Source: an optimization exercise on an open RTL-to-GDS flow (aim: small area, a short achievable clock period and few clock cycles per item). Production flows keep margins and buffers that such runs may drop. Only simulation tests tie the RTL to the original design; equivalence was not proved. Power figures rest on the tool's default switching activity, not on a simulated workload.

==> flow/design.v (outline; a module is shown in full before it is edited, if it fits) <==
// module alu_pipe: 1084 lines
module alu_pipe (
    input  logic        clk,
    input  logic        reset,
    input  logic        valid_i,
    output logic        ready_o,
    input  logic [3:0]  op_i,
    input  logic [31:0] a_i,
    input  logic [31:0] b_i,
    output logic        valid_o,
    input  logic        ready_i,
    output logic [31:0] result_o,
    output logic        zero_o
);
  // ...
==> flow/flow/run.sh <==
#!/bin/bash
# The standard layout (standard.sh), with one change: the buffer that ORFS
# puts on every input and output port is a plain sky130_fd_sc_hd__buf_2 instead
# of the cell the resizer picks by default (clkdlybuf4s50_1, a slow delay cell).
# Every port still gets its buffer. The whole ORFS output goes to standard.log
# here and ORFS's own per-step logs stay under orfs/logs/.
set -euo pipefail
export BUFFER_PORTS_ARGS="-buffer_cell sky130_fd_sc_hd__buf_2"
bash standard.sh > standard.log 2>&1
==> flow/standard.sh <==
#!/bin/bash
# synth_recipe.tcl (not shown) runs the flow's synth.tcl, then flattens the netlist and writes it again
# the make line also repeats each setting of config.mk as NAME=value (left out here)
make -C /OpenROAD-flow-scripts/flow DESIGN_CONFIG=/design/flow/config.mk WORK_HOME=/design/flow/orfs CLKGATE_MAP_FILE= SYNTH_SCRIPT=/design/flow/synth_recipe.tcl "${@:-finish}"
==> flow/config.mk <==
export PLATFORM = sky130hd
export DESIGN_NAME = alu_pipe
export DESIGN_NICKNAME = alu_pipe
export VERILOG_FILES = /design/flow/design.v
export SDC_FILE = /design/flow/constraint.sdc
export NUM_CORES = 4
export LEC_CHECK = 0
export ABC_AREA = 1
export CAP_MARGIN = 20
export CORE_MARGIN = 2
export CORE_UTILIZATION = 40
export CTS_BUF_LIST = sky130_fd_sc_hd__clkbuf_8
export CTS_CLUSTER_DIAMETER = 60
export CTS_CLUSTER_SIZE = 12
export SETUP_SLACK_MARGIN = 3.5
export SLEW_MARGIN = 20
export TNS_END_PERCENT = 0
==> flow/constraint.sdc <==
create_clock -name core_clock -period 6.5 [get_ports {clk}]
set_input_delay 1.3000 -clock core_clock [delete_from_list [all_inputs] [get_ports {clk}]]
set_output_delay 1.3000 -clock core_clock [all_outputs]
set_load 0.01 [all_outputs]
==> impl_metrics.tcl, run 1 <==
set metrics [dict create \
    outcome "complete, no violations" \
    fillers 6270 \
    utilization_pct 44.8 \
    vias_per_cell 5.90 \
    grt_pass1_wl_um 147000 \
    synthTopCellsByArea "edfxtp_1, fa_1, xor2_1" \
    cp-startpoint "ax_s[14]" \
    required_ns 6.92 \
    fp.dieW_um 258 \
    avgRoutedWirePerCell_um 24.8 \
    ff2ff_setup_slack_ns 2.87 \
    timing.fmax_mhz 275 \
    power.leakage_nw 12.2 \
    worst_hold_slack_ns 0.421 \
    p_comb_mw 5.53 \
    place_worst_setup_slack_ns 2.16 \
    antenna_found_initial 4 \
    synth_fa_ha_area_share_pct 19.1 \
    final_common_cell "nand2_1" \
    endpoint "q1_30" \
    nonClockInverterCount 368 \
    synth-compound-area-share_pct 14.9 \
    multi_input_gates 2176 \
    pwr-share-clk_pct 13.2 \
    dominant_cells "multi-input combinational cells" \
    drtIter0Drc 2429 \
    setup_viol 0 \
    final-clk-cell-share_pct 2.13 \
    drive_gt1_share_pct 12.8 \
    grt_max_degree 124 \
    crit_cells 9 \
    rsz0062_at_grt "yes" \
]
Testbench counts, summed over its fixed seeds: cycles 9,624, items 9,600.
==> run 2: changes to the inputs <==
--- a/flow/design.v
+++ b/flow/design.v
@@ -31,69 +31,79 @@
     assign is_arith = (op_i == 4'h0) || (op_i == 4'h1) || (op_i == 4'h9) || (op_i == 4'hA);
     assign sub      = (op_i == 4'h1) || (op_i == 4'h9) || (op_i == 4'hA);
     assign is_shl   = (op_i == 4'h2);
     assign left     = (op_i == 4'h2) || (op_i == 4'hB);
     assign is_shift = (op_i == 4'h2) || (op_i == 4'h3) || (op_i == 4'h4) || (op_i == 4'hB) || (op_i == 4'hC);
     assign rotate   = (op_i == 4'hB) || (op_i == 4'hC);
     assign sra      = (op_i == 4'h3);
     logic [4:0]  s, r;
-    logic [31:0] rot, mask_l, mask_r, m, sh;
-    assign s    = b_i[4:0];
-    assign r    = left ? (5'd0 - s) : s;
-    assign rot  = 32'({a_i, a_i} >> r);
-    assign mask_l = 32'hFFFF_FFFF << s;
-    always_comb for (int i = 0; i < 32; i++) mask_r[i] = mask_l[31 - i];
-    assign m  = rotate ? 32'hFFFF_FFFF : is_shl ? mask_l : mask_r;
-    assign sh = (rot & m) | ({32{sra & a_i[31]}} & ~m);
+    assign s = b_i[4:0];
+    assign r = left ? (5'd0 - s) : s;
     logic [3:0]  t;
     logic [31:0] lu;
     always_comb begin
         case (op_i)
             4'h5: t = 4'b1000;   
             4'h6: t = 4'b1110;   
             4'h7: t = 4'b0001;   
             4'h8: t = 4'b0110;   
             4'hE: t = 4'b1010;   
             default: t = 4'b1100;   
         endcase
     end
     always_comb for (int i = 0; i < 32; i++) lu[i] = t[{a_i[i], b_i[i]}];
     logic [31:0] ax, y;
-    assign ax = is_shift ? sh : lu;
+    assign ax = lu;
     assign y  = is_arith ? (b_i ^ {32{sub}}) : 32'd0;
     logic [15:0] bo, bt, bn;
     always_comb begin
         for (int k = 0; k < 16; k++) begin
             logic b0, b1, b2;
             b0 = (k == 0) ? 1'b0 : b_i[2 * k - 1];
             b1 = b_i[2 * k];
             b2 = b_i[2 * k + 1];
             bo[k] = is_mul & (b1 ^ b0);
             bt[k] = is_mul & ((b2 & ~b1 & ~b0) | (~b2 & b1 & b0));
             bn[k] = is_mul & b2;
         end
     end
     logic [31:0] ax_s, y_s;
     logic [15:0] bo_s, bt_s, bn_s;
     logic        mul_s, cin_s, slt_s, sltu_s;
+    logic [4:0]  s_s, r_s;
+    logic        shf_s, shl_s, rot_s, sra_s, xa_s;
     always_ff @(posedge clk) begin
         if (en && valid_i) begin
             ax_s   <= ax;
             y_s    <= y;
             bo_s   <= bo;
             bt_s   <= bt;
             bn_s   <= bn;
             mul_s  <= is_mul;
             cin_s  <= sub;
             slt_s  <= (op_i == 4'h9);
             sltu_s <= (op_i == 4'hA);
+            s_s    <= s;
+            r_s    <= r;
+            shf_s  <= is_shift;
+            shl_s  <= is_shl;
+            rot_s  <= rotate;
+            sra_s  <= sra;
+            xa_s   <= ~is_mul & ~is_shift;
         end
     end
-    logic pp0_0, pp0_1, pp0_2, pp0_3, pp0_4, pp0_5, pp0_6, pp0_7, pp0_8, pp0_9, pp0_10, pp0_11, pp0_12, pp0_13, pp0_14, pp0_15, pp0_16, pp0_17, pp0_18, pp0_19, pp0_20, pp0_21, pp0_22, pp0_23, pp0_24, pp0_25, pp0_26, pp0_27, pp0_28, pp0_29, pp0_30, pp0_31, pp1_0, pp1_1, pp1_2, pp1_3, pp1_4, pp1_5, pp1_6, pp1_7, pp1_8, pp1_9, pp1_10, pp1_11, pp1_12, pp1_13, pp1_14, pp1_15, pp1_16, pp1_17, pp1_18, pp1_19, pp1_20, pp1_21, pp1_22, pp1_23, pp1_24, pp1_25, pp1_26, pp1_27, pp1_28, pp1_29, pp2_0, pp2_1, pp2_2, pp2_3, pp2_4, pp2_5, pp2_6, pp2_7, pp2_8, pp2_9, pp2_10, pp2_11, pp2_12, pp2_13, pp2_14, pp2_15, pp2_16, pp2_17, pp2_18, pp2_19, pp2_20, pp2_21, pp2_22, pp2_23, pp2_24, pp2_25, pp2_26, pp2_27, pp3_0, pp3_1, pp3_2, pp3_3, pp3_4, pp3_5, pp3_6, pp3_7, pp3_8, pp3_9, pp3_10, pp3_11, pp3_12, pp3_13, pp3_14, pp3_15, pp3_16, pp3_17, pp3_18, pp3_19, pp3_20, pp3_21, pp3_22, pp3_23, pp3_24, pp3_25, pp4_0, pp4_1, pp4_2, pp4_3, pp4_4, pp4_5, pp4_6, pp4_7, pp4_8, pp4_9, pp4_10, pp4_11, pp4_12, pp4_13, pp4_14, pp4_15, pp4_16, pp4_17, pp4_18, pp4_19, pp4_20, pp4_21, pp4_22, pp4_23, pp5_0, pp5_1, pp5_2, pp5_3, pp5_4, pp5_5, pp5_6, pp5_7, pp5_8, pp5_9, pp5_10, pp5_11, pp5_12, pp5_13, pp5_14, pp5_15, pp5_16, pp5_17, pp5_18, pp5_19, pp5_20, pp5_21, pp6_0, pp6_1, pp6_2, pp6_3, pp6_4, pp6_5, pp6_6, pp6_7, pp6_8, pp6_9, pp6_10, pp6_11, pp6_12, pp6_13, pp6_14, pp6_15, pp6_16, pp6_17, pp6_18, pp6_19, pp7_0, pp7_1, pp7_2, pp7_3, pp7_4, pp7_5, pp7_6, pp7_7, pp7_8, pp7_9, pp7_10, pp7_11, pp7_12, pp7_13, pp7_14, pp7_15, pp7_16, pp7_17, pp8_0, pp8_1, pp8_2, pp8_3, pp8_4, pp8_5, pp8_6, pp8_7, pp8_8, pp8_9, pp8_10, pp8_11, pp8_12, pp8_13, pp8_14, pp8_15, pp9_0, pp9_1, pp9_2, pp9_3, pp9_4, pp9_5, pp9_6, pp9_7, pp9_8, pp9_9, pp9_10, pp9_11, pp9_12, pp9_13, pp10_0, pp10_1, pp10_2, pp10_3, pp10_4, pp10_5, pp10_6, pp10_7, pp10_8, pp10_9, pp10_10, pp10_11, pp11_0, pp11_1, pp11_2, pp11_3, pp11_4, pp11_5, pp11_6, pp11_7, pp11_8, pp11_9, pp12_0, pp12_1, pp12_2, pp12_3, pp12_4, pp12_5, pp12_6, pp12_7, pp13_0, pp13_1, pp13_2, pp13_3, pp13_4, pp13_5, pp14_0, pp14_1, pp14_2, pp14_3, pp15_0, pp15_1, ts1, tc2, ts3, tc4, ts5, tc6, ts7, tc8, ts9, tc10, ts11, tc12, ts13, tc14, ts15, tc16, ts17, tc18, ts19, tc20, ts21, tc22, ts23, tc24, ts25, tc26, ts27, tc28, ts29, tc30, ts31, tc32, ts33, tc34, ts35, tc36, ts37, tc38, ts39, tc40, ts41, tc42, ts43, tc44, ts45, tc46, ts47, tc48, ts49, tc50, ts51, tc52, ts53, tc54, ts55, tc56, ts57, tc58, ts59, tc60, ts61, tc62, ts63, tc64, ts65, tc66, ts67, tc68, ts69, tc70, ts71, tc72, ts73, tc74, ts75, tc76, ts77, tc78, ts79, tc80, ts81, tc82, ts83, tc84, ts85, tc86, ts87, tc88, ts89, tc90, ts91, tc92, ts93, tc94, ts95, tc96, ts97, tc98, ts99, tc100, ts101, tc102, ts103, tc104, ts105, tc106, ts107, tc108, ts109, tc110, ts111, tc112, ts113, tc114, ts115, tc116, ts117, tc118, ts119, tc120, ts121, tc122, ts123, tc124, ts125, tc126, ts127, tc128, ts129, tc130, ts131, tc132, ts133, tc134, ts135, tc136, ts137, tc138, ts139, tc140, ts141, tc142, ts143, tc144, ts145, tc146, ts147, tc148, ts149, tc150, ts151, tc152, ts153, tc154, ts155, tc156, ts157, tc158, ts159, tc160, ts161, tc162, ts163, tc164, ts165, tc166, ts167, tc168, ts169, tc170, ts171, tc172, ts173, tc174, ts175, tc176, ts177, tc178, ts179, tc180, ts181, tc182, ts183, tc184, ts185, tc186, ts187, tc188, ts189, tc190, ts191, tc192, ts193, tc194, ts195, tc196, ts197, tc198, ts199, tc200, ts201, tc202, ts203, tc204, ts205, tc206, ts207, tc208, ts209, tc210, ts211, tc212, ts213, tc214, ts215, tc216, ts217, tc218, ts219, tc220, ts221, tc222, ts223, tc224, ts225, tc226, ts227, tc228, ts229, tc230, ts231, tc232, ts233, tc234, ts235, tc236, ts237, tc238, ts239, tc240, ts241, tc242, ts243, tc244, ts245, tc246, ts247, tc248, ts249, tc250, ts251, tc252, ts253, tc254, ts255, tc256, ts257, tc258, ts259, tc260, ts261, tc262, ts263, tc264, ts265, tc266, ts267, tc268, ts269, tc270, ts271, tc272, ts273, tc274, ts275, tc276, ts277, tc278, ts279, tc280, ts281, tc282, ts283, tc284, ts285, tc286, ts287, tc288, ts289, tc290, ts291, tc292, ts293, tc294, ts295, tc296, ts297, tc298, ts299, tc300, ts301, tc302, ts303, tc304, ts305, tc306, ts307, tc308, ts309, tc310, ts311, tc312, ts313, tc314, ts315, tc316, ts317, tc318, ts319, tc320, ts321, tc322, ts323, tc324, ts325, tc326, ts327, tc328, ts329, tc330, ts331, tc332, ts333, tc334, ts335, tc336, ts337, tc338, ts339, ts340, ts341, ts342, ts343, ts344, ts345, ts346, ts347, ts348, ts349, ts350, ts351, ts352, ts353, ts354, ts355, ts356, ts357, ts358, ts359, ts360, ts361, ts362, ts363;
+    logic [31:0] rot, mask_l, mask_r, m, sh, x0;
+    assign rot  = 32'({ax_s, ax_s} >> r_s);
+    assign mask_l = 32'hFFFF_FFFF << s_s;
+    always_comb for (int i = 0; i < 32; i++) mask_r[i] = mask_l[31 - i];
+    assign m  = rot_s ? 32'hFFFF_FFFF : shl_s ? mask_l : mask_r;
+    assign sh = (rot & m) | ({32{sra_s & ax_s[31]}} & ~m);
+    assign x0 = shf_s ? sh : (ax_s & {32{xa_s}});
+    logic pp0_0, pp0_1, pp0_2, pp0_3, pp0_4, pp0_5, pp0_6, pp0_7, pp0_8, pp0_9, pp0_10, pp0_11, pp0_12, pp0_13, pp0_14, pp0_15, pp0_16, pp0_17, pp0_18, pp0_19, pp0_20, pp0_21, pp0_22, pp0_23, pp0_24, pp0_25, pp0_26, pp0_27, pp0_28, pp0_29, pp0_30, pp0_31, pp1_0, pp1_1, pp1_2, pp1_3, pp1_4, pp1_5, pp1_6, pp1_7, pp1_8, pp1_9, pp1_10, pp1_11, pp1_12, pp1_13, pp1_14, pp1_15, pp1_16, pp1_17, pp1_18, pp1_19, pp1_20, pp1_21, pp1_22, pp1_23, pp1_24, pp1_25, pp1_26, pp1_27, pp1_28, pp1_29, pp2_0, pp2_1, pp2_2, pp2_3, pp2_4, pp2_5, pp2_6, pp2_7, pp2_8, pp2_9, pp2_10, pp2_11, pp2_12, pp2_13, pp2_14, pp2_15, pp2_16, pp2_17, pp2_18, pp2_19, pp2_20, pp2_21, pp2_22, pp2_23, pp2_24, pp2_25, pp2_26, pp2_27, pp3_0, pp3_1, pp3_2, pp3_3, pp3_4, pp3_5, pp3_6, pp3_7, pp3_8, pp3_9, pp3_10, pp3_11, pp3_12, pp3_13, pp3_14, pp3_15, pp3_16, pp3_17, pp3_18, pp3_19, pp3_20, pp3_21, pp3_22, pp3_23, pp3_24, pp3_25, pp4_0, pp4_1, pp4_2, pp4_3, pp4_4, pp4_5, pp4_6, pp4_7, pp4_8, pp4_9, pp4_10, pp4_11, pp4_12, pp4_13, pp4_14, pp4_15, pp4_16, pp4_17, pp4_18, pp4_19, pp4_20, pp4_21, pp4_22, pp4_23, pp5_0, pp5_1, pp5_2, pp5_3, pp5_4, pp5_5, pp5_6, pp5_7, pp5_8, pp5_9, pp5_10, pp5_11, pp5_12, pp5_13, pp5_14, pp5_15, pp5_16, pp5_17, pp5_18, pp5_19, pp5_20, pp5_21, pp6_0, pp6_1, pp6_2, pp6_3, pp6_4, pp6_5, pp6_6, pp6_7, pp6_8, pp6_9, pp6_10, pp6_11, pp6_12, pp6_13, pp6_14, pp6_15, pp6_16, pp6_17, pp6_18, pp6_19, pp7_0, pp7_1, pp7_2, pp7_3, pp7_4, pp7_5, pp7_6, pp7_7, pp7_8, pp7_9, pp7_10, pp7_11, pp7_12, pp7_13, pp7_14, pp7_15, pp7_16, pp7_17, pp8_0, pp8_1, pp8_2, pp8_3, pp8_4, pp8_5, pp8_6, pp8_7, pp8_8, pp8_9, pp8_10, pp8_11, pp8_12, pp8_13, pp8_14, pp8_15, pp9_0, pp9_1, pp9_2, pp9_3, pp9_4, pp9_5, pp9_6, pp9_7, pp9_8, pp9_9, pp9_10, pp9_11, pp9_12, pp9_13, pp10_0, pp10_1, pp10_2, pp10_3, pp10_4, pp10_5, pp10_6, pp10_7, pp10_8, pp10_9, pp10_10, pp10_11, pp11_0, pp11_1, pp11_2, pp11_3, pp11_4, pp11_5, pp11_6, pp11_7, pp11_8, pp11_9, pp12_0, pp12_1, pp12_2, pp12_3, pp12_4, pp12_5, pp12_6, pp12_7, pp13_0, pp13_1, pp13_2, pp13_3, pp13_4, pp13_5, pp14_0, pp14_1, pp14_2, pp14_3, pp15_0, pp15_1, ts1, tc2, ts3, tc4, ts5, tc6, ts7, tc8, ts9, tc10, ts11, tc12, ts13, tc14, ts15, tc16, ts17, tc18, ts19, tc20, ts21, tc22, ts23, tc24, ts25, tc26, ts27, tc28, ts29, tc30, ts31, tc32, ts33, tc34, ts35, tc36, ts37, tc38, ts39, tc40, ts41, tc42, ts43, tc44, ts45, tc46, ts47, tc48, ts49, tc50, ts51, tc52, ts53, tc54, ts55, tc56, ts57, tc58, ts59, tc60, ts61, tc62, ts63, tc64, ts65, tc66, ts67, tc68, ts69, tc70, ts71, tc72, ts73, tc74, ts75, tc76, ts77, tc78, ts79, tc80, ts81, tc82, ts83, tc84, ts85, tc86, ts87, tc88, ts89, tc90, ts91, tc92, ts93, tc94, ts95, tc96, ts97, tc98, ts99, tc100, ts101, tc102, ts103, tc104, ts105, tc106, ts107, tc108, ts109, tc110, ts111, tc112, ts113, tc114, ts115, tc116, ts117, tc118, ts119, tc120, ts121, tc122, ts123, tc124, ts125, tc126, ts127, tc128, ts129, tc130, ts131, tc132, ts133, tc134, ts135, tc136, ts137, tc138, ts139, tc140, ts141, tc142, ts143, tc144, ts145, tc146, ts147, tc148, ts149, tc150, ts151, tc152, ts153, tc154, ts155, tc156, ts157, tc158, ts159, tc160, ts161, tc162, ts163, tc164, ts165, tc166, ts167, tc168, ts169, tc170, ts171, tc172, ts173, tc174, ts175, tc176, ts177, tc178, ts179, tc180, ts181, tc182, ts183, tc184, ts185, tc186, ts187, tc188, ts189, tc190, ts191, tc192, ts193, tc194, ts195, tc196, ts197, tc198, ts199, tc200, ts201, tc202, ts203, tc204, ts205, tc206, ts207, tc208, ts209, tc210, ts211, tc212, ts213, tc214, ts215, tc216, ts217, tc218, ts219, tc220, ts221, tc222, ts223, tc224, ts225, tc226, ts227, tc228, ts229, tc230, ts231, tc232, ts233, tc234, ts235, tc236, ts237, tc238, ts239, tc240, ts241, tc242, ts243, tc244, ts245, tc246, ts247, tc248, ts249, tc250, ts251, tc252, ts253, tc254, ts255, tc256, ts257, tc258, ts259, tc260, ts261, tc262, ts263, tc264, ts265, tc266, ts267, tc268, ts269, tc270, ts271, tc272, ts273, tc274, ts275, tc276, ts277, tc278, ts279, tc280, ts281, tc282, ts283, tc284, ts285, tc286, ts287, tc288, ts289, tc290, ts291, tc292, ts293, tc294, ts295, tc296, ts297, tc298, ts299, tc300, ts301, tc302, ts303, tc304, ts305, tc306, ts307, tc308, ts309, tc310, ts311, tc312, ts313, tc314, ts315, tc316, ts317, tc318, ts319, tc320, ts321, tc322, ts323, tc324, ts325, ts326, ts327, ts328, ts329, ts330, ts331, ts332, ts333, ts334, ts335, ts336, ts337, ts338, ts339, ts340, ts341, ts342, ts343, ts344, ts345, ts346, ts347;
     assign pp0_0 = ((bo_s[0] & ax_s[0]) | (bt_s[0] & 1'b0)) ^ bn_s[0];
     assign pp0_1 = ((bo_s[0] & ax_s[1]) | (bt_s[0] & ax_s[0])) ^ bn_s[0];
     assign pp0_2 = ((bo_s[0] & ax_s[2]) | (bt_s[0] & ax_s[1])) ^ bn_s[0];
     assign pp0_3 = ((bo_s[0] & ax_s[3]) | (bt_s[0] & ax_s[2])) ^ bn_s[0];
     assign pp0_4 = ((bo_s[0] & ax_s[4]) | (bt_s[0] & ax_s[3])) ^ bn_s[0];
     assign pp0_5 = ((bo_s[0] & ax_s[5]) | (bt_s[0] & ax_s[4])) ^ bn_s[0];
     assign pp0_6 = ((bo_s[0] & ax_s[6]) | (bt_s[0] & ax_s[5])) ^ bn_s[0];
     assign pp0_7 = ((bo_s[0] & ax_s[7]) | (bt_s[0] & ax_s[6])) ^ bn_s[0];
@@ -473,318 +483,326 @@
     assign {tc184, ts183} = 2'(pp2_20) + 2'(pp3_18) + 2'(pp4_16);
     assign {tc186, ts185} = 2'(pp5_14) + 2'(pp6_12) + 2'(pp7_10);
     assign {tc188, ts187} = 2'(pp8_8) + 2'(pp9_6) + 2'(pp10_4);
     assign {tc190, ts189} = 2'(pp11_2) + 2'(pp12_0) + 2'(tc164);
     assign {tc192, ts191} = 2'(tc166) + 2'(tc168) + 2'(tc170);
     assign {tc194, ts193} = 2'(ts181) + 2'(ts183) + 2'(ts185);
     assign {tc196, ts195} = 2'(ts187) + 2'(tc172) + 2'(tc174);
     assign {tc198, ts197} = 2'(ts189) + 2'(ts191) + 2'(ts193);
-    assign ts199 = tc176 ^ tc178;
-    assign tc200 = tc176 & tc178;
-    assign {tc202, ts201} = 2'(pp0_25) + 2'(pp1_23) + 2'(pp2_21);
-    assign {tc204, ts203} = 2'(pp3_19) + 2'(pp4_17) + 2'(pp5_15);
-    assign {tc206, ts205} = 2'(pp6_13) + 2'(pp7_11) + 2'(pp8_9);
-    assign {tc208, ts207} = 2'(pp9_7) + 2'(pp10_5) + 2'(pp11_3);
-    assign {tc210, ts209} = 2'(pp12_1) + 2'(tc182) + 2'(tc184);
-    assign {tc212, ts211} = 2'(tc186) + 2'(tc188) + 2'(ts201);
-    assign {tc214, ts213} = 2'(ts203) + 2'(ts205) + 2'(ts207);
-    assign {tc216, ts215} = 2'(tc190) + 2'(tc192) + 2'(tc194);
-    assign {tc218, ts217} = 2'(ts209) + 2'(ts211) + 2'(ts213);
-    assign ts219 = tc196 ^ tc198;
-    assign tc220 = tc196 & tc198;
-    assign {tc222, ts221} = 2'(bn_s[13]) + 2'(pp0_26) + 2'(pp1_24);
-    assign {tc224, ts223} = 2'(pp2_22) + 2'(pp3_20) + 2'(pp4_18);
-    assign {tc226, ts225} = 2'(pp5_16) + 2'(pp6_14) + 2'(pp7_12);
-    assign {tc228, ts227} = 2'(pp8_10) + 2'(pp9_8) + 2'(pp10_6);
-    assign {tc230, ts229} = 2'(pp11_4) + 2'(pp12_2) + 2'(pp13_0);
-    assign {tc232, ts231} = 2'(tc202) + 2'(tc204) + 2'(tc206);
-    assign {tc234, ts233} = 2'(tc208) + 2'(ts221) + 2'(ts223);
-    assign {tc236, ts235} = 2'(ts225) + 2'(ts227) + 2'(ts229);
-    assign {tc238, ts237} = 2'(tc210) + 2'(tc212) + 2'(tc214);
-    assign {tc240, ts239} = 2'(ts231) + 2'(ts233) + 2'(ts235);
-    assign ts241 = tc216 ^ tc218;
-    assign tc242 = tc216 & tc218;
-    assign {tc244, ts243} = 2'(pp0_27) + 2'(pp1_25) + 2'(pp2_23);
-    assign {tc246, ts245} = 2'(pp3_21) + 2'(pp4_19) + 2'(pp5_17);
-    assign {tc248, ts247} = 2'(pp6_15) + 2'(pp7_13) + 2'(pp8_11);
-    assign {tc250, ts249} = 2'(pp9_9) + 2'(pp10_7) + 2'(pp11_5);
-    assign {tc252, ts251} = 2'(pp12_3) + 2'(pp13_1) + 2'(tc222);
-    assign {tc254, ts253} = 2'(tc224) + 2'(tc226) + 2'(tc228);
-    assign {tc256, ts255} = 2'(tc230) + 2'(ts243) + 2'(ts245);
-    assign {tc258, ts257} = 2'(ts247) + 2'(ts249) + 2'(tc232);
-    assign {tc260, ts259} = 2'(tc234) + 2'(tc236) + 2'(ts251);
-    assign {tc262, ts261} = 2'(ts253) + 2'(ts255) + 2'(tc238);
-    assign ts263 = ts257 ^ tc240;
-    assign tc264 = ts257 & tc240;
-    assign {tc266, ts265} = 2'(bn_s[14]) + 2'(pp0_28) + 2'(pp1_26);
-    assign {tc268, ts267} = 2'(pp2_24) + 2'(pp3_22) + 2'(pp4_20);
-    assign {tc270, ts269} = 2'(pp5_18) + 2'(pp6_16) + 2'(pp7_14);
-    assign {tc272, ts271} = 2'(pp8_12) + 2'(pp9_10) + 2'(pp10_8);
-    assign {tc274, ts273} = 2'(pp11_6) + 2'(pp12_4) + 2'(pp13_2);
-    assign {tc276, ts275} = 2'(pp14_0) + 2'(tc244) + 2'(tc246);
-    assign {tc278, ts277} = 2'(tc248) + 2'(tc250) + 2'(ts265);
-    assign {tc280, ts279} = 2'(ts267) + 2'(ts269) + 2'(ts271);
-    assign {tc282, ts281} = 2'(ts273) + 2'(tc252) + 2'(tc254);
-    assign {tc284, ts283} = 2'(tc256) + 2'(ts275) + 2'(ts277);
-    assign {tc286, ts285} = 2'(ts279) + 2'(tc258) + 2'(tc260);
-    assign ts287 = ts281 ^ ts283;
-    assign tc288 = ts281 & ts283;
-    assign {tc290, ts289} = 2'(pp0_29) + 2'(pp1_27) + 2'(pp2_25);
-    assign {tc292, ts291} = 2'(pp3_23) + 2'(pp4_21) + 2'(pp5_19);
-    assign {tc294, ts293} = 2'(pp6_17) + 2'(pp7_15) + 2'(pp8_13);
-    assign {tc296, ts295} = 2'(pp9_11) + 2'(pp10_9) + 2'(pp11_7);
-    assign {tc298, ts297} = 2'(pp12_5) + 2'(pp13_3) + 2'(pp14_1);
-    assign {tc300, ts299} = 2'(tc266) + 2'(tc268) + 2'(tc270);
-    assign {tc302, ts301} = 2'(tc272) + 2'(tc274) + 2'(ts289);
-    assign {tc304, ts303} = 2'(ts291) + 2'(ts293) + 2'(ts295);
-    assign {tc306, ts305} = 2'(ts297) + 2'(tc276) + 2'(tc278);
-    assign {tc308, ts307} = 2'(tc280) + 2'(ts299) + 2'(ts301);
-    assign {tc310, ts309} = 2'(ts303) + 2'(tc282) + 2'(tc284);
-    assign ts311 = ts305 ^ ts307;
-    assign tc312 = ts305 & ts307;
-    assign {tc314, ts313} = 2'(bn_s[15]) + 2'(pp0_30) + 2'(pp1_28);
-    assign {tc316, ts315} = 2'(pp2_26) + 2'(pp3_24) + 2'(pp4_22);
-    assign {tc318, ts317} = 2'(pp5_20) + 2'(pp6_18) + 2'(pp7_16);
-    assign {tc320, ts319} = 2'(pp8_14) + 2'(pp9_12) + 2'(pp10_10);
-    assign {tc322, ts321} = 2'(pp11_8) + 2'(pp12_6) + 2'(pp13_4);
-    assign {tc324, ts323} = 2'(pp14_2) + 2'(pp15_0) + 2'(tc290);
-    assign {tc326, ts325} = 2'(tc292) + 2'(tc294) + 2'(tc296);
-    assign {tc328, ts327} = 2'(tc298) + 2'(ts313) + 2'(ts315);
-    assign {tc330, ts329} = 2'(ts317) + 2'(ts319) + 2'(ts321);
-    assign {tc332, ts331} = 2'(tc300) + 2'(tc302) + 2'(tc304);
-    assign {tc334, ts333} = 2'(ts323) + 2'(ts325) + 2'(ts327);
-    assign {tc336, ts335} = 2'(ts329) + 2'(tc306) + 2'(tc308);
-    assign ts337 = ts331 ^ ts333;
-    assign tc338 = ts331 & ts333;
-    assign ts339 = pp0_31 ^ pp1_29;
-    assign ts340 = pp2_27 ^ pp3_25;
-    assign ts341 = pp4_23 ^ pp5_21;
-    assign ts342 = pp6_19 ^ pp7_17;
-    assign ts343 = pp8_15 ^ pp9_13;
-    assign ts344 = pp10_11 ^ pp11_9;
-    assign ts345 = pp12_7 ^ pp13_5;
-    assign ts346 = pp14_3 ^ pp15_1;
-    assign ts347 = ts339 ^ ts340;
-    assign ts348 = ts341 ^ ts342;
-    assign ts349 = ts343 ^ ts344;
-    assign ts350 = ts345 ^ ts346;
-    assign ts351 = ts347 ^ ts348;
-    assign ts352 = ts349 ^ ts350;
-    assign ts353 = tc314 ^ tc316;
-    assign ts354 = tc318 ^ tc320;
-    assign ts355 = tc322 ^ ts351;
-    assign ts356 = ts352 ^ ts353;
-    assign ts357 = ts354 ^ ts355;
-    assign ts358 = ts356 ^ tc324;
-    assign ts359 = tc326 ^ tc328;
-    assign ts360 = tc330 ^ ts357;
-    assign ts361 = ts358 ^ ts359;
-    assign ts362 = ts360 ^ ts361;
-    assign ts363 = tc332 ^ tc334;
+    assign {tc200, ts199} = 2'(pp0_25) + 2'(pp1_23) + 2'(pp2_21);
+    assign {tc202, ts201} = 2'(pp3_19) + 2'(pp4_17) + 2'(pp5_15);
+    assign {tc204, ts203} = 2'(pp6_13) + 2'(pp7_11) + 2'(pp8_9);
+    assign {tc206, ts205} = 2'(pp9_7) + 2'(pp10_5) + 2'(pp11_3);
+    assign {tc208, ts207} = 2'(pp12_1) + 2'(tc182) + 2'(tc184);
+    assign {tc210, ts209} = 2'(tc186) + 2'(tc188) + 2'(ts199);
+    assign {tc212, ts211} = 2'(ts201) + 2'(ts203) + 2'(ts205);
+    assign {tc214, ts213} = 2'(tc190) + 2'(tc192) + 2'(tc194);
+    assign ts215 = ts207 ^ ts209;
+    assign tc216 = ts207 & ts209;
+    assign {tc218, ts217} = 2'(bn_s[13]) + 2'(pp0_26) + 2'(pp1_24);
+    assign {tc220, ts219} = 2'(pp2_22) + 2'(pp3_20) + 2'(pp4_18);
+    assign {tc222, ts221} = 2'(pp5_16) + 2'(pp6_14) + 2'(pp7_12);
+    assign {tc224, ts223} = 2'(pp8_10) + 2'(pp9_8) + 2'(pp10_6);
+    assign {tc226, ts225} = 2'(pp11_4) + 2'(pp12_2) + 2'(pp13_0);
+    assign {tc228, ts227} = 2'(tc200) + 2'(tc202) + 2'(tc204);
+    assign {tc230, ts229} = 2'(tc206) + 2'(ts217) + 2'(ts219);
+    assign {tc232, ts231} = 2'(ts221) + 2'(ts223) + 2'(ts225);
+    assign {tc234, ts233} = 2'(tc208) + 2'(tc210) + 2'(tc212);
+    assign ts235 = ts227 ^ ts229;
+    assign tc236 = ts227 & ts229;
+    assign {tc238, ts237} = 2'(pp0_27) + 2'(pp1_25) + 2'(pp2_23);
+    assign {tc240, ts239} = 2'(pp3_21) + 2'(pp4_19) + 2'(pp5_17);
+    assign {tc242, ts241} = 2'(pp6_15) + 2'(pp7_13) + 2'(pp8_11);
+    assign {tc244, ts243} = 2'(pp9_9) + 2'(pp10_7) + 2'(pp11_5);
+    assign {tc246, ts245} = 2'(pp12_3) + 2'(pp13_1) + 2'(tc218);
+    assign {tc248, ts247} = 2'(tc220) + 2'(tc222) + 2'(tc224);
+    assign {tc250, ts249} = 2'(tc226) + 2'(ts237) + 2'(ts239);
+    assign {tc252, ts251} = 2'(ts241) + 2'(ts243) + 2'(tc228);
+    assign {tc254, ts253} = 2'(tc230) + 2'(tc232) + 2'(ts245);
+    assign ts255 = ts247 ^ ts249;
+    assign tc256 = ts247 & ts249;
+    assign {tc258, ts257} = 2'(bn_s[14]) + 2'(pp0_28) + 2'(pp1_26);
+    assign {tc260, ts259} = 2'(pp2_24) + 2'(pp3_22) + 2'(pp4_20);
+    assign {tc262, ts261} = 2'(pp5_18) + 2'(pp6_16) + 2'(pp7_14);
+    assign {tc264, ts263} = 2'(pp8_12) + 2'(pp9_10) + 2'(pp10_8);
+    assign {tc266, ts265} = 2'(pp11_6) + 2'(pp12_4) + 2'(pp13_2);
+    assign {tc268, ts267} = 2'(pp14_0) + 2'(tc238) + 2'(tc240);
+    assign {tc270, ts269} = 2'(tc242) + 2'(tc244) + 2'(ts257);
+    assign {tc272, ts271} = 2'(ts259) + 2'(ts261) + 2'(ts263);
+    assign {tc274, ts273} = 2'(ts265) + 2'(tc246) + 2'(tc248);
+    assign {tc276, ts275} = 2'(tc250) + 2'(ts267) + 2'(ts269);
+    assign ts277 = ts271 ^ tc256;
+    assign tc278 = ts271 & tc256;
+    assign {tc280, ts279} = 2'(pp0_29) + 2'(pp1_27) + 2'(pp2_25);
+    assign {tc282, ts281} = 2'(pp3_23) + 2'(pp4_21) + 2'(pp5_19);
+    assign {tc284, ts283} = 2'(pp6_17) + 2'(pp7_15) + 2'(pp8_13);
+    assign {tc286, ts285} = 2'(pp9_11) + 2'(pp10_9) + 2'(pp11_7);
+    assign {tc288, ts287} = 2'(pp12_5) + 2'(pp13_3) + 2'(pp14_1);
+    assign {tc290, ts289} = 2'(tc258) + 2'(tc260) + 2'(tc262);
+    assign {tc292, ts291} = 2'(tc264) + 2'(tc266) + 2'(ts279);
+    assign {tc294, ts293} = 2'(ts281) + 2'(ts283) + 2'(ts285);
+    assign {tc296, ts295} = 2'(ts287) + 2'(tc268) + 2'(tc270);
+    assign {tc298, ts297} = 2'(tc272) + 2'(ts289) + 2'(ts291);
+    assign ts299 = ts293 ^ tc274;
+    assign tc300 = ts293 & tc274;
+    assign {tc302, ts301} = 2'(bn_s[15]) + 2'(pp0_30) + 2'(pp1_28);
+    assign {tc304, ts303} = 2'(pp2_26) + 2'(pp3_24) + 2'(pp4_22);
+    assign {tc306, ts305} = 2'(pp5_20) + 2'(pp6_18) + 2'(pp7_16);
+    assign {tc308, ts307} = 2'(pp8_14) + 2'(pp9_12) + 2'(pp10_10);
+    assign {tc310, ts309} = 2'(pp11_8) + 2'(pp12_6) + 2'(pp13_4);
+    assign {tc312, ts311} = 2'(pp14_2) + 2'(pp15_0) + 2'(tc280);
+    assign {tc314, ts313} = 2'(tc282) + 2'(tc284) + 2'(tc286);
+    assign {tc316, ts315} = 2'(tc288) + 2'(ts301) + 2'(ts303);
+    assign {tc318, ts317} = 2'(ts305) + 2'(ts307) + 2'(ts309);
+    assign {tc320, ts319} = 2'(tc290) + 2'(tc292) + 2'(tc294);
+    assign {tc322, ts321} = 2'(ts311) + 2'(ts313) + 2'(ts315);
+    assign ts323 = ts317 ^ tc296;
+    assign tc324 = ts317 & tc296;
+    assign ts325 = pp0_31 ^ pp1_29;
+    assign ts326 = pp2_27 ^ pp3_25;
+    assign ts327 = pp4_23 ^ pp5_21;
+    assign ts328 = pp6_19 ^ pp7_17;
+    assign ts329 = pp8_15 ^ pp9_13;
+    assign ts330 = pp10_11 ^ pp11_9;
+    assign ts331 = pp12_7 ^ pp13_5;
+    assign ts332 = pp14_3 ^ pp15_1;
+    assign ts333 = ts325 ^ ts326;
+    assign ts334 = ts327 ^ ts328;
+    assign ts335 = ts329 ^ ts330;
+    assign ts336 = ts331 ^ ts332;
+    assign ts337 = ts333 ^ ts334;
+    assign ts338 = ts335 ^ ts336;
+    assign ts339 = tc302 ^ tc304;
+    assign ts340 = tc306 ^ tc308;
+    assign ts341 = tc310 ^ ts337;
+    assign ts342 = ts338 ^ ts339;
+    assign ts343 = ts340 ^ ts341;
+    assign ts344 = ts342 ^ tc312;
+    assign ts345 = tc314 ^ tc316;
+    assign ts346 = tc318 ^ ts343;
+    assign ts347 = ts344 ^ ts345;
     logic slt_q, sltu_q;
-    logic q0_0, q1_0, q2_0, q0_1, q1_1, q0_2, q1_2, q2_2, q0_3, q1_3, q0_4, q1_4, q2_4, q3_4, q0_5, q1_5, q2_5, q0_6, q1_6, q2_6, q3_6, q0_7, q1_7, q2_7, q3_7, q0_8, q1_8, q2_8, q3_8, q0_9, q1_9, q2_9, q3_9, q0_10, q1_10, q2_10, q3_10, q0_11, q1_11, q2_11, q3_11, q0_12, q1_12, q2_12, q3_12, q0_13, q1_13, q2_13, q3_13, q0_14, q1_14, q2_14, q3_14, q0_15, q1_15, q2_15, q3_15, q0_16, q1_16, q2_16, q3_16, q0_17, q1_17, q2_17, q3_17, q0_18, q1_18, q2_18, q3_18, q0_19, q1_19, q2_19, q3_19, q0_20, q1_20, q2_20, q3_20, q0_21, q1_21, q2_21, q3_21, q0_22, q1_22, q2_22, q3_22, q0_23, q1_23, q2_23, q3_23, q0_24, q1_24, q2_24, q3_24, q0_25, q1_25, q2_25, q3_25, q0_26, q1_26, q2_26, q3_26, q0_27, q1_27, q2_27, q3_27, q0_28, q1_28, q2_28, q3_28, q0_29, q1_29, q2_29, q3_29, q0_30, q1_30, q2_30, q3_30, q0_31, q1_31, q2_31, q3_31;
+    logic q0_0, q1_0, q2_0, q0_1, q1_1, q0_2, q1_2, q2_2, q0_3, q1_3, q0_4, q1_4, q2_4, q3_4, q0_5, q1_5, q2_5, q0_6, q1_6, q2_6, q3_6, q0_7, q1_7, q2_7, q3_7, q0_8, q1_8, q2_8, q3_8, q0_9, q1_9, q2_9, q3_9, q0_10, q1_10, q2_10, q3_10, q0_11, q1_11, q2_11, q3_11, q0_12, q1_12, q2_12, q3_12, q0_13, q1_13, q2_13, q3_13, q0_14, q1_14, q2_14, q3_14, q0_15, q1_15, q2_15, q3_15, q0_16, q1_16, q2_16, q3_16, q0_17, q1_17, q2_17, q3_17, q0_18, q1_18, q2_18, q3_18, q0_19, q1_19, q2_19, q3_19, q0_20, q1_20, q2_20, q3_20, q0_21, q1_21, q2_21, q3_21, q0_22, q1_22, q2_22, q3_22, q0_23, q1_23, q2_23, q3_23, q0_24, q1_24, q2_24, q3_24, q4_24, q0_25, q1_25, q2_25, q3_25, q4_25, q0_26, q1_26, q2_26, q3_26, q4_26, q0_27, q1_27, q2_27, q3_27, q4_27, q0_28, q1_28, q2_28, q3_28, q4_28, q0_29, q1_29, q2_29, q3_29, q4_29, q0_30, q1_30, q2_30, q3_30, q4_30, q0_31, q1_31, q2_31, q3_31, q4_31;
     always_ff @(posedge clk) begin
         if (en && v0_q) begin
             slt_q  <= slt_s;
             sltu_q <= sltu_s;
-            q0_0 <= bn_s[0] | (ax_s[0] & ~mul_s);
+            q0_0 <= bn_s[0] | x0[0];
             q1_0 <= pp0_0 | y_s[0];
             q2_0 <= cin_s;
-            q0_1 <= pp0_1 | (ax_s[1] & ~mul_s);
+            q0_1 <= pp0_1 | x0[1];
             q1_1 <= y_s[1];
-            q0_2 <= bn_s[1] | (ax_s[2] & ~mul_s);
+            q0_2 <= bn_s[1] | x0[2];
             q1_2 <= pp0_2 | y_s[2];
             q2_2 <= pp1_0;
-            q0_3 <= pp0_3 | (ax_s[3] & ~mul_s);
+            q0_3 <= pp0_3 | x0[3];
             q1_3 <= pp1_1 | y_s[3];
-            q0_4 <= bn_s[2] | (ax_s[4] & ~mul_s);
+            q0_4 <= bn_s[2] | x0[4];
             q1_4 <= pp0_4 | y_s[4];
             q2_4 <= pp1_2;
             q3_4 <= pp2_0;
-            q0_5 <= pp0_5 | (ax_s[5] & ~mul_s);
+            q0_5 <= pp0_5 | x0[5];
             q1_5 <= pp1_3 | y_s[5];
             q2_5 <= pp2_1;
-            q0_6 <= pp1_4 | (ax_s[6] & ~mul_s);
+            q0_6 <= pp1_4 | x0[6];
             q1_6 <= pp2_2 | y_s[6];
             q2_6 <= pp3_0;
             q3_6 <= ts1;
-            q0_7 <= pp2_3 | (ax_s[7] & ~mul_s);
+            q0_7 <= pp2_3 | x0[7];
             q1_7 <= pp3_1 | y_s[7];
             q2_7 <= tc2;
             q3_7 <= ts3;
-            q0_8 <= pp4_0 | (ax_s[8] & ~mul_s);
+            q0_8 <= pp4_0 | x0[8];
             q1_8 <= tc4 | y_s[8];
             q2_8 <= ts7;
             q3_8 <= ts5;
-            q0_9 <= tc8 | (ax_s[9] & ~mul_s);
+            q0_9 <= tc8 | x0[9];
             q1_9 <= ts11 | y_s[9];
             q2_9 <= tc6;
             q3_9 <= ts9;
-            q0_10 <= tc10 | (ax_s[10] & ~mul_s);
+            q0_10 <= tc10 | x0[10];
             q1_10 <= ts13 | y_s[10];
             q2_10 <= ts15;
             q3_10 <= ts17;
-            q0_11 <= tc18 | (ax_s[11] & ~mul_s);
+            q0_11 <= tc18 | x0[11];
             q1_11 <= ts19 | y_s[11];
             q2_11 <= ts21;
             q3_11 <= ts23;
-            q0_12 <= ts27 | (ax_s[12] & ~mul_s);
+            q0_12 <= ts27 | x0[12];
             q1_12 <= tc24 | y_s[12];
             q2_12 <= ts31;
             q3_12 <= ts29;
-            q0_13 <= tc32 | (ax_s[13] & ~mul_s);
+            q0_13 <= tc32 | x0[13];
             q1_13 <= ts39 | y_s[13];
             q2_13 <= tc30;
             q3_13 <= ts37;
-            q0_14 <= tc40 | (ax_s[14] & ~mul_s);
+            q0_14 <= tc40 | x0[14];
             q1_14 <= ts49 | y_s[14];
             q2_14 <= tc38;
             q3_14 <= ts47;
-            q0_15 <= tc48 | (ax_s[15] & ~mul_s);
+            q0_15 <= tc48 | x0[15];
             q1_15 <= ts55 | y_s[15];
             q2_15 <= ts57;
             q3_15 <= ts59;
-            q0_16 <= ts67 | (ax_s[16] & ~mul_s);
+            q0_16 <= ts67 | x0[16];
             q1_16 <= tc60 | y_s[16];
             q2_16 <= ts69;
             q3_16 <= ts71;
-            q0_17 <= ts79 | (ax_s[17] & ~mul_s);
+            q0_17 <= ts79 | x0[17];
             q1_17 <= ts81 | y_s[17];
             q2_17 <= tc72;
             q3_17 <= ts83;
-            q0_18 <= ts93 | (ax_s[18] & ~mul_s);
+            q0_18 <= ts93 | x0[18];
             q1_18 <= tc84 | y_s[18];
             q2_18 <= ts97;
             q3_18 <= ts95;
-            q0_19 <= tc98 | (ax_s[19] & ~mul_s);
+            q0_19 <= tc98 | x0[19];
             q1_19 <= ts111 | y_s[19];
             q2_19 <= tc96;
             q3_19 <= ts109;
-            q0_20 <= tc112 | (ax_s[20] & ~mul_s);
+            q0_20 <= tc112 | x0[20];
             q1_20 <= ts127 | y_s[20];
             q2_20 <= tc110;
             q3_20 <= ts125;
-            q0_21 <= tc128 | (ax_s[21] & ~mul_s);
+            q0_21 <= tc128 | x0[21];
             q1_21 <= ts143 | y_s[21];
             q2_21 <= tc126;
             q3_21 <= ts141;
-            q0_22 <= tc142 | (ax_s[22] & ~mul_s);
+            q0_22 <= tc142 | x0[22];
             q1_22 <= ts157 | y_s[22];
             q2_22 <= ts159;
             q3_22 <= ts161;
-            q0_23 <= ts175 | (ax_s[23] & ~mul_s);
+            q0_23 <= ts175 | x0[23];
             q1_23 <= tc162 | y_s[23];
             q2_23 <= ts177;
             q3_23 <= ts179;
-            q0_24 <= ts195 | (ax_s[24] & ~mul_s);
-            q1_24 <= ts197 | y_s[24];
-            q2_24 <= tc180;
-            q3_24 <= ts199;
-            q0_25 <= ts215 | (ax_s[25] & ~mul_s);
-            q1_25 <= ts217 | y_s[25];
-            q2_25 <= tc200;
-            q3_25 <= ts219;
-            q0_26 <= ts237 | (ax_s[26] & ~mul_s);
-            q1_26 <= ts239 | y_s[26];
-            q2_26 <= tc220;
-            q3_26 <= ts241;
-            q0_27 <= ts259 | (ax_s[27] & ~mul_s);
-            q1_27 <= tc242 | y_s[27];
-            q2_27 <= ts263;
-            q3_27 <= ts261;
-            q0_28 <= tc264 | (ax_s[28] & ~mul_s);
-            q1_28 <= ts287 | y_s[28];
-            q2_28 <= tc262;
-            q3_28 <= ts285;
-            q0_29 <= tc288 | (ax_s[29] & ~mul_s);
-            q1_29 <= ts311 | y_s[29];
-            q2_29 <= tc286;
-            q3_29 <= ts309;
-            q0_30 <= tc312 | (ax_s[30] & ~mul_s);
-            q1_30 <= ts337 | y_s[30];
-            q2_30 <= tc310;
-            q3_30 <= ts335;
-            q0_31 <= ts362 | (ax_s[31] & ~mul_s);
-            q1_31 <= ts363 | y_s[31];
-            q2_31 <= tc338;
-            q3_31 <= tc336;
+            q0_24 <= tc176 | x0[24];
+            q1_24 <= tc178 | y_s[24];
+            q2_24 <= ts195;
+            q3_24 <= ts197;
+            q4_24 <= tc180;
+            q0_25 <= ts211 | x0[25];
+            q1_25 <= ts215 | y_s[25];
+            q2_25 <= tc196;
+            q3_25 <= tc198;
+            q4_25 <= ts213;
+            q0_26 <= ts231 | x0[26];
+            q1_26 <= tc216 | y_s[26];
+            q2_26 <= ts235;
+            q3_26 <= tc214;
+            q4_26 <= ts233;
+            q0_27 <= tc236 | x0[27];
+            q1_27 <= ts255 | y_s[27];
+            q2_27 <= tc234;
+            q3_27 <= ts251;
+            q4_27 <= ts253;
+            q0_28 <= tc252 | x0[28];
+            q1_28 <= tc254 | y_s[28];
+            q2_28 <= ts273;
+            q3_28 <= ts275;
+            q4_28 <= ts277;
+            q0_29 <= tc276 | x0[29];
+            q1_29 <= ts295 | y_s[29];
+            q2_29 <= tc278;
+            q3_29 <= ts297;
+            q4_29 <= ts299;
+            q0_30 <= tc298 | x0[30];
+            q1_30 <= ts319 | y_s[30];
+            q2_30 <= ts321;
+            q3_30 <= tc300;
+            q4_30 <= ts323;
+            q0_31 <= ts346 | x0[31];
+            q1_31 <= ts347 | y_s[31];
+            q2_31 <= tc320;
+            q3_31 <= tc322;
+            q4_31 <= tc324;
         end
     end
-    logic us364, uc365, us366, uc367, us368, uc369, us370, uc371, us372, uc373, us374, uc375, us376, uc377, us378, uc379, us380, uc381, us382, uc383, us384, uc385, us386, uc387, us388, uc389, us390, uc391, us392, uc393, us394, uc395, us396, uc397, us398, uc399, us400, uc401, us402, uc403, us404, uc405, us406, uc407, us408, uc409, us410, uc411, us412, uc413, us414, uc415, us416, uc417, us418, uc419, us420, uc421, us422, uc423, us424, uc425, us426, uc427, us428, uc429, us430, uc431, us432, uc433, us434, uc435, us436, uc437, us438, uc439, us440, uc441, us442, uc443, us444, uc445, us446, uc447, us448, uc449, us450, uc451, us452, uc453, us454, uc455, us456, uc457, us458, uc459, us460, uc461, us462, uc463, us464, uc465, us466, uc467, us468, uc469, us470, uc471, us472, uc473, us474, uc475, us476, uc477, us478, uc479, us480, us481, us482, us483;
-    assign us364 = q0_0 ^ q1_0;
-    assign uc365 = q0_0 & q1_0;
-    assign us366 = q0_1 ^ q1_1;
-    assign uc367 = q0_1 & q1_1;
-    assign {uc369, us368} = 2'(q0_2) + 2'(q1_2) + 2'(q2_2);
-    assign us370 = q0_3 ^ q1_3;
-    assign uc371 = q0_3 & q1_3;
-    assign {uc373, us372} = 2'(q0_4) + 2'(q1_4) + 2'(q2_4);
-    assign us374 = q3_4 ^ uc371;
-    assign uc375 = q3_4 & uc371;
-    assign {uc377, us376} = 2'(q0_5) + 2'(q1_5) + 2'(q2_5);
-    assign us378 = uc373 ^ uc375;
-    assign uc379 = uc373 & uc375;
-    assign {uc381, us380} = 2'(q0_6) + 2'(q1_6) + 2'(q2_6);
-    assign {uc383, us382} = 2'(q3_6) + 2'(uc377) + 2'(us380);
-    assign {uc385, us384} = 2'(q0_7) + 2'(q1_7) + 2'(q2_7);
-    assign {uc387, us386} = 2'(q3_7) + 2'(uc381) + 2'(us384);
-    assign {uc389, us388} = 2'(q0_8) + 2'(q1_8) + 2'(q2_8);
-    assign {uc391, us390} = 2'(q3_8) + 2'(uc385) + 2'(us388);
-    assign {uc393, us392} = 2'(q0_9) + 2'(q1_9) + 2'(q2_9);
-    assign {uc395, us394} = 2'(q3_9) + 2'(uc389) + 2'(us392);
-    assign {uc397, us396} = 2'(q0_10) + 2'(q1_10) + 2'(q2_10);
-    assign {uc399, us398} = 2'(q3_10) + 2'(uc393) + 2'(us396);
-    assign {uc401, us400} = 2'(q0_11) + 2'(q1_11) + 2'(q2_11);
-    assign {uc403, us402} = 2'(q3_11) + 2'(uc397) + 2'(us400);
-    assign {uc405, us404} = 2'(q0_12) + 2'(q1_12) + 2'(q2_12);
-    assign {uc407, us406} = 2'(q3_12) + 2'(uc401) + 2'(us404);
-    assign {uc409, us408} = 2'(q0_13) + 2'(q1_13) + 2'(q2_13);
-    assign {uc411, us410} = 2'(q3_13) + 2'(uc405) + 2'(us408);
-    assign {uc413, us412} = 2'(q0_14) + 2'(q1_14) + 2'(q2_14);
-    assign {uc415, us414} = 2'(q3_14) + 2'(uc409) + 2'(us412);
-    assign {uc417, us416} = 2'(q0_15) + 2'(q1_15) + 2'(q2_15);
-    assign {uc419, us418} = 2'(q3_15) + 2'(uc413) + 2'(us416);
-    assign {uc421, us420} = 2'(q0_16) + 2'(q1_16) + 2'(q2_16);
-    assign {uc423, us422} = 2'(q3_16) + 2'(uc417) + 2'(us420);
-    assign {uc425, us424} = 2'(q0_17) + 2'(q1_17) + 2'(q2_17);
-    assign {uc427, us426} = 2'(q3_17) + 2'(uc421) + 2'(us424);
-    assign {uc429, us428} = 2'(q0_18) + 2'(q1_18) + 2'(q2_18);
-    assign {uc431, us430} = 2'(q3_18) + 2'(uc425) + 2'(us428);
-    assign {uc433, us432} = 2'(q0_19) + 2'(q1_19) + 2'(q2_19);
-    assign {uc435, us434} = 2'(q3_19) + 2'(uc429) + 2'(us432);
-    assign {uc437, us436} = 2'(q0_20) + 2'(q1_20) + 2'(q2_20);
-    assign {uc439, us438} = 2'(q3_20) + 2'(uc433) + 2'(us436);
-    assign {uc441, us440} = 2'(q0_21) + 2'(q1_21) + 2'(q2_21);
-    assign {uc443, us442} = 2'(q3_21) + 2'(uc437) + 2'(us440);
-    assign {uc445, us444} = 2'(q0_22) + 2'(q1_22) + 2'(q2_22);
-    assign {uc447, us446} = 2'(q3_22) + 2'(uc441) + 2'(us444);
-    assign {uc449, us448} = 2'(q0_23) + 2'(q1_23) + 2'(q2_23);
-    assign {uc451, us450} = 2'(q3_23) + 2'(uc445) + 2'(us448);
-    assign {uc453, us452} = 2'(q0_24) + 2'(q1_24) + 2'(q2_24);
-    assign {uc455, us454} = 2'(q3_24) + 2'(uc449) + 2'(us452);
-    assign {uc457, us456} = 2'(q0_25) + 2'(q1_25) + 2'(q2_25);
-    assign {uc459, us458} = 2'(q3_25) + 2'(uc453) + 2'(us456);
-    assign {uc461, us460} = 2'(q0_26) + 2'(q1_26) + 2'(q2_26);
-    assign {uc463, us462} = 2'(q3_26) + 2'(uc457) + 2'(us460);
-    assign {uc465, us464} = 2'(q0_27) + 2'(q1_27) + 2'(q2_27);
-    assign {uc467, us466} = 2'(q3_27) + 2'(uc461) + 2'(us464);
-    assign {uc469, us468} = 2'(q0_28) + 2'(q1_28) + 2'(q2_28);
-    assign {uc471, us470} = 2'(q3_28) + 2'(uc465) + 2'(us468);
-    assign {uc473, us472} = 2'(q0_29) + 2'(q1_29) + 2'(q2_29);
-    assign {uc475, us474} = 2'(q3_29) + 2'(uc469) + 2'(us472);
-    assign {uc477, us476} = 2'(q0_30) + 2'(q1_30) + 2'(q2_30);
-    assign {uc479, us478} = 2'(q3_30) + 2'(uc473) + 2'(us476);
-    assign us480 = q0_31 ^ q1_31;
-    assign us481 = q2_31 ^ q3_31;
-    assign us482 = us480 ^ us481;
-    assign us483 = us482 ^ uc477;
+    logic us348, uc349, us350, uc351, us352, uc353, us354, uc355, us356, uc357, us358, uc359, us360, uc361, us362, uc363, us364, uc365, us366, uc367, us368, uc369, us370, uc371, us372, uc373, us374, uc375, us376, uc377, us378, uc379, us380, uc381, us382, uc383, us384, uc385, us386, uc387, us388, uc389, us390, uc391, us392, uc393, us394, uc395, us396, uc397, us398, uc399, us400, uc401, us402, uc403, us404, uc405, us406, uc407, us408, uc409, us410, uc411, us412, uc413, us414, uc415, us416, uc417, us418, uc419, us420, uc421, us422, uc423, us424, uc425, us426, uc427, us428, uc429, us430, uc431, us432, uc433, us434, uc435, us436, uc437, us438, uc439, us440, uc441, us442, uc443, us444, uc445, us446, uc447, us448, uc449, us450, uc451, us452, uc453, us454, uc455, us456, uc457, us458, uc459, us460, uc461, us462, uc463, us464, uc465, us466, uc467, us468, uc469, us470, uc471, us472, uc473, us474, uc475, us476, uc477, us478, us479, us480, us481, us482, us483;
+    assign us348 = q0_0 ^ q1_0;
+    assign uc349 = q0_0 & q1_0;
+    assign us350 = q0_1 ^ q1_1;
+    assign uc351 = q0_1 & q1_1;
+    assign {uc353, us352} = 2'(q0_2) + 2'(q1_2) + 2'(q2_2);
+    assign us354 = q0_3 ^ q1_3;
+    assign uc355 = q0_3 & q1_3;
+    assign {uc357, us356} = 2'(q0_4) + 2'(q1_4) + 2'(q2_4);
+    assign us358 = q3_4 ^ uc355;
+    assign uc359 = q3_4 & uc355;
+    assign {uc361, us360} = 2'(q0_5) + 2'(q1_5) + 2'(q2_5);
+    assign us362 = uc357 ^ uc359;
+    assign uc363 = uc357 & uc359;
+    assign {uc365, us364} = 2'(q0_6) + 2'(q1_6) + 2'(q2_6);
+    assign {uc367, us366} = 2'(q3_6) + 2'(uc361) + 2'(us364);
+    assign {uc369, us368} = 2'(q0_7) + 2'(q1_7) + 2'(q2_7);
+    assign {uc371, us370} = 2'(q3_7) + 2'(uc365) + 2'(us368);
+    assign {uc373, us372} = 2'(q0_8) + 2'(q1_8) + 2'(q2_8);
+    assign {uc375, us374} = 2'(q3_8) + 2'(uc369) + 2'(us372);
+    assign {uc377, us376} = 2'(q0_9) + 2'(q1_9) + 2'(q2_9);
+    assign {uc379, us378} = 2'(q3_9) + 2'(uc373) + 2'(us376);
+    assign {uc381, us380} = 2'(q0_10) + 2'(q1_10) + 2'(q2_10);
+    assign {uc383, us382} = 2'(q3_10) + 2'(uc377) + 2'(us380);
+    assign {uc385, us384} = 2'(q0_11) + 2'(q1_11) + 2'(q2_11);
+    assign {uc387, us386} = 2'(q3_11) + 2'(uc381) + 2'(us384);
+    assign {uc389, us388} = 2'(q0_12) + 2'(q1_12) + 2'(q2_12);
+    assign {uc391, us390} = 2'(q3_12) + 2'(uc385) + 2'(us388);
+    assign {uc393, us392} = 2'(q0_13) + 2'(q1_13) + 2'(q2_13);
+    assign {uc395, us394} = 2'(q3_13) + 2'(uc389) + 2'(us392);
+    assign {uc397, us396} = 2'(q0_14) + 2'(q1_14) + 2'(q2_14);
+    assign {uc399, us398} = 2'(q3_14) + 2'(uc393) + 2'(us396);
+    assign {uc401, us400} = 2'(q0_15) + 2'(q1_15) + 2'(q2_15);
+    assign {uc403, us402} = 2'(q3_15) + 2'(uc397) + 2'(us400);
+    assign {uc405, us404} = 2'(q0_16) + 2'(q1_16) + 2'(q2_16);
+    assign {uc407, us406} = 2'(q3_16) + 2'(uc401) + 2'(us404);
+    assign {uc409, us408} = 2'(q0_17) + 2'(q1_17) + 2'(q2_17);
+    assign {uc411, us410} = 2'(q3_17) + 2'(uc405) + 2'(us408);
+    assign {uc413, us412} = 2'(q0_18) + 2'(q1_18) + 2'(q2_18);
+    assign {uc415, us414} = 2'(q3_18) + 2'(uc409) + 2'(us412);
+    assign {uc417, us416} = 2'(q0_19) + 2'(q1_19) + 2'(q2_19);
+    assign {uc419, us418} = 2'(q3_19) + 2'(uc413) + 2'(us416);
+    assign {uc421, us420} = 2'(q0_20) + 2'(q1_20) + 2'(q2_20);
+    assign {uc423, us422} = 2'(q3_20) + 2'(uc417) + 2'(us420);
+    assign {uc425, us424} = 2'(q0_21) + 2'(q1_21) + 2'(q2_21);
+    assign {uc427, us426} = 2'(q3_21) + 2'(uc421) + 2'(us424);
+    assign {uc429, us428} = 2'(q0_22) + 2'(q1_22) + 2'(q2_22);
+    assign {uc431, us430} = 2'(q3_22) + 2'(uc425) + 2'(us428);
+    assign {uc433, us432} = 2'(q0_23) + 2'(q1_23) + 2'(q2_23);
+    assign {uc435, us434} = 2'(q3_23) + 2'(uc429) + 2'(us432);
+    assign {uc437, us436} = 2'(q0_24) + 2'(q1_24) + 2'(q2_24);
+    assign {uc439, us438} = 2'(q3_24) + 2'(q4_24) + 2'(uc433);
+    assign us440 = us436 ^ uc435;
+    assign uc441 = us436 & uc435;
+    assign {uc443, us442} = 2'(q0_25) + 2'(q1_25) + 2'(q2_25);
+    assign {uc445, us444} = 2'(q3_25) + 2'(q4_25) + 2'(uc437);
+    assign {uc447, us446} = 2'(us442) + 2'(uc439) + 2'(us444);
+    assign {uc449, us448} = 2'(q0_26) + 2'(q1_26) + 2'(q2_26);
+    assign {uc451, us450} = 2'(q3_26) + 2'(q4_26) + 2'(uc443);
+    assign {uc453, us452} = 2'(us448) + 2'(uc445) + 2'(us450);
+    assign {uc455, us454} = 2'(q0_27) + 2'(q1_27) + 2'(q2_27);
+    assign {uc457, us456} = 2'(q3_27) + 2'(q4_27) + 2'(uc449);
+    assign {uc459, us458} = 2'(us454) + 2'(uc451) + 2'(us456);
+    assign {uc461, us460} = 2'(q0_28) + 2'(q1_28) + 2'(q2_28);
+    assign {uc463, us462} = 2'(q3_28) + 2'(q4_28) + 2'(uc455);
+    assign {uc465, us464} = 2'(us460) + 2'(uc457) + 2'(us462);
+    assign {uc467, us466} = 2'(q0_29) + 2'(q1_29) + 2'(q2_29);
+    assign {uc469, us468} = 2'(q3_29) + 2'(q4_29) + 2'(uc461);
+    assign {uc471, us470} = 2'(us466) + 2'(uc463) + 2'(us468);
+    assign {uc473, us472} = 2'(q0_30) + 2'(q1_30) + 2'(q2_30);
+    assign {uc475, us474} = 2'(q3_30) + 2'(q4_30) + 2'(uc467);
+    assign {uc477, us476} = 2'(us472) + 2'(uc469) + 2'(us474);
+    assign us478 = q0_31 ^ q1_31;
+    assign us479 = q2_31 ^ q3_31;
+    assign us480 = q4_31 ^ us478;
+    assign us481 = us479 ^ us480;
+    assign us482 = uc473 ^ us481;
+    assign us483 = us482 ^ uc475;
     logic [31:0] xs, ys, sum;
-    assign xs = {us483, uc475, uc471, uc467, uc463, uc459, uc455, uc451, uc447, uc443, uc439, uc435, uc431, uc427, uc423, uc419, uc415, uc411, uc407, uc403, uc399, uc395, uc391, uc387, uc383, uc379, us376, us372, us370, uc367, uc365, q2_0};
-    assign ys = {uc479, us478, us474, us470, us466, us462, us458, us454, us450, us446, us442, us438, us434, us430, us426, us422, us418, us414, us410, us406, us402, us398, us394, us390, us386, us382, us378, us374, uc369, us368, us366, us364};
+    assign xs = {us483, uc471, uc465, uc459, uc453, uc447, uc441, us438, uc431, uc427, uc423, uc419, uc415, uc411, uc407, uc403, uc399, uc395, uc391, uc387, uc383, uc379, uc375, uc371, uc367, uc363, us360, us356, us354, uc351, uc349, q2_0};
+    assign ys = {uc477, us476, us470, us464, us458, us452, us446, us440, us434, us430, us426, us422, us418, us414, us410, us406, us402, us398, us394, us390, us386, us382, us378, us374, us370, us366, us362, us358, uc353, us352, us350, us348};
     logic [31:0] p, g;
     assign p = xs ^ ys;
     assign g = xs & ys;
     logic cg1;
     assign cg1 = g[1] | (p[1] & g[0]);
     logic cg2;
     assign cg2 = g[3] | (p[3] & g[2]);
     logic cp2;
==> impl_metrics.tcl, run 2 <==
set metrics [dict create \
    place_worst_setup_slack_ns 2.73 \
    vias_per_cell 5.86 \
    clk_path_buf_depth 3 \
    yosysSeqAreaShare_pct 33.7 \
    utilization_pct 45.3 \
    min_to "sltu_q" \
    report.final.slew_viol_count 0 \
    critical_path_arrival_ns 3.79 \
    fp.dieW_um 260 \
    max-cap-violations 0 \
    hold_path_class "reg2reg" \
    core_area_mm2 0.0646 \
    holdPathStages 0 \
    avgRoutedWirePerCell_um 25.2 \
    ff2ff_setup_slack_ns 3.04 \
    rr_worst_depth 11 \
    synth_common_cells "nand2_1, inv_1, nand3_1, edfxtp_1, o22ai_1" \
    hold_viol_final 0 \
    period_needed_ns 3.46 \
    grt_max_degree 89 \
    cts_hold_buffers 0 \
    tritoncts.num_buffers 37 \
    worst-setup-path-type "reg2reg" \
    power.density_mw_per_mm2 326 \
    place.gp.congestion 0.949 \
    dp.cells 3829 \
    critical_path.max_fanout 7 \
    tns_ns 0 \
    r2r-end "q0_24" \
    fillers 6200 \
    cts_tree "yes" \
    synthFlopType "edfxtp_1" \
    syn_nets 3349 \
    synth_top_area_share_pct 33.5 \
    clock-sinks 295 \
    skew_ns 0.0436 \
    synth_area_leader_cell "edfxtp_1" \
    drtAntennaViolNets 0 \
    synthesis.area_mm2 0.0262 \
    hpwl_um 72000 \
    required_ns 6.82 \
    async_flop_share_pct 0 \
    post_synth_num_cell_types 45 \
    slew_headroom_pct 30.9 \
    drive_gt1_share_pct 12.9 \
    design_area_mm2 0.0293 \
    worstSetupEndpointType "flip-flop" \
    fin_ws_ns 3.04 \
    hp-start "sltu_s" \
    worstSkewPairLatency_ns 0.63 \
    clk_pin_slew_worst_paths_ns 0.08 \
    num_rows 93 \
    overflow 0 \
    total_power_mw 9.53 \
    place_area_mm2 0.0274 \
    route.detailed.drc 0 \
    drtIter0Drc 3143 \
    final_common_cell "nand2_1" \
    die_area_mm2 0.0675 \
    port_buffers 106 \
    die_y_um 260 \
    tightest_slew_ns 1.04 \
    power.leakage_nw 12.5 \
    ir_drop_v 0.000323 \
    outcome "complete, no violations" \
    synth_edf_count 292 \
    ios 107 \
    track_usage_pct 29.2 \
    start_kind "flip-flop" \
    mostFrequentLayoutCells "nand2_1, inv_1, nand3_1" \
    grt_pass1_wl_um 145000 \
    r2r_start "ax_s[11]" \
    rsz0062_at_grt "yes" \
    htree_levels 2 \
    antenna_found_initial 3 \
    reg.largest.list "ax_s (32), result_o (32), y_s (32)" \
    synth.most_common_cell "nand2_1" \
    start_util_pct 40.5 \
    setup_viol 0 \
    synthToLayoutAreaGrowth_pct 11.8 \
    yosysWarnings 1 \
    finalCritPeriodShare_pct 53.3 \
    clockRootBuffer "clkbuf_8" \
    wl_um 100000 \
    synthTopCellsByArea "edfxtp_1, fa_1, xor2_1" \
    nets 3443 \
    timing.fmax_mhz 289 \
    finalNonFillerCells 3986 \
    worst_hold_slack_ns 0.425 \
    drtPass1Iterations 9 \
    syn_area_per_cell_um2 8.69 \
    ys_ff_latch 295 \
    syn_inst 3012 \
    grt_pass1_vias 22203 \
    vias 23357 \
]
==> run 2: cell types whose count changed in the layout (fill, tap and decap cells not counted), sizes merged, moves of 8 or more <==
cell    before  now
o32ai        0   16
o22ai      240  259
nand2      460  423
a221oi      30    0
nand3      340  297
o21bai      22    3
o21a         0   37
a31oi        8    0
nor2       111  181
inv        335  382
a21oi      197  153
edfxtp     271  292
nor3        28   17
==> run 2: per-layer routing <==
metal  part of all wire (%)  global-route usage (%)  vias up
met5                  0.013                       0        -
met4                    4.7                    11.9        2
met3                     11                    8.10      255
met2                     43                    43.5     1470
met1                     41                    39.9    11267
li1                       -                       -    10363
==> run 2: power by group <==
group,total [mW],internal [mW],switching (mW)
sequential,2.69,2.52,0.171
combinational,5.37,2.08,3.30
clock,1.47,0.675,0.793
total,9.53,5.27,4.26
==> run 2: cell type report <==
type,count,area (um2),area share [%]
Timing Repair inverter,5,37.5,0.128
Timing Repair Buffer,240,1730,5.91
Inverter,404,1630,5.56
Tap cell,855,1070,3.66
Sequential cell,295,8830,30.2
Clock buffer,37,509,1.74
Multi-Input combinational cell,2123,15200,52.0
Antenna cell,2,5.00,0.0171
Clock inverter,25,235,0.804
==> run 2: how the worst max path moves through the flow <==
stage                       from     endpoint  slack [ns]  depth (start not counted)
floorplan                ready_i         q0_0        2.61                          4
finish                  ax_s[11]        q0_24        3.04                         11
detailed placement       ax_s[5]        q1_23        2.73                         10
CTS                 result_o[30]       zero_o        3.03                          4
global route               q0_24  result_o[0]        2.98                         16
global placement         ax_s[5]        q1_23        2.74                         10
==> run 2: logic make-up after synthesis <==
kind of cell / share of synthesized area [%]
simple gates: 15.8
buf+inv: 8.83
compound gates: 14.1
fa+ha+maj: 18.5
flops: 33.7
xor+xnor: 9.04
==> run 2: repair_timing <==
| action | 4_1_cts | 5_1_grt |
|---|---|---|
| resized for setup | 32 | 54 |
| cloned | 2 | 3 |
| setup buffers | 22 | 63 |
| endpoints found under the setup margin | 189 | 192 |
| pin swaps | 4 | 12 |
==> run 2: worst max-delay path, stage by stage, from the launching register on <==
cell,delay [ns]
edfxtp_1,0.34
buf_4,0.28
clkinvlp_4,0.28
buf_12,0.21
o22ai_1,0.18
xor2_1,0.21
fa_1,0.21
inv_1,0.06
fa_1,0.46
fa_1,0.57
a21oi_1,0.16
nand2_1,0.20
Testbench counts of run 2, summed over its fixed seeds: cycles 9,624, items 9,600.

Re-timed with assumed drivers on the ports (clkbuf_16 on the clock, buf_2 on other inputs), run 2 has 3.037 ns of setup slack against 3.037 ns with ideal ports, and 2.729 ns once port delays also move by the mid clock arrival of 0.665 ns.
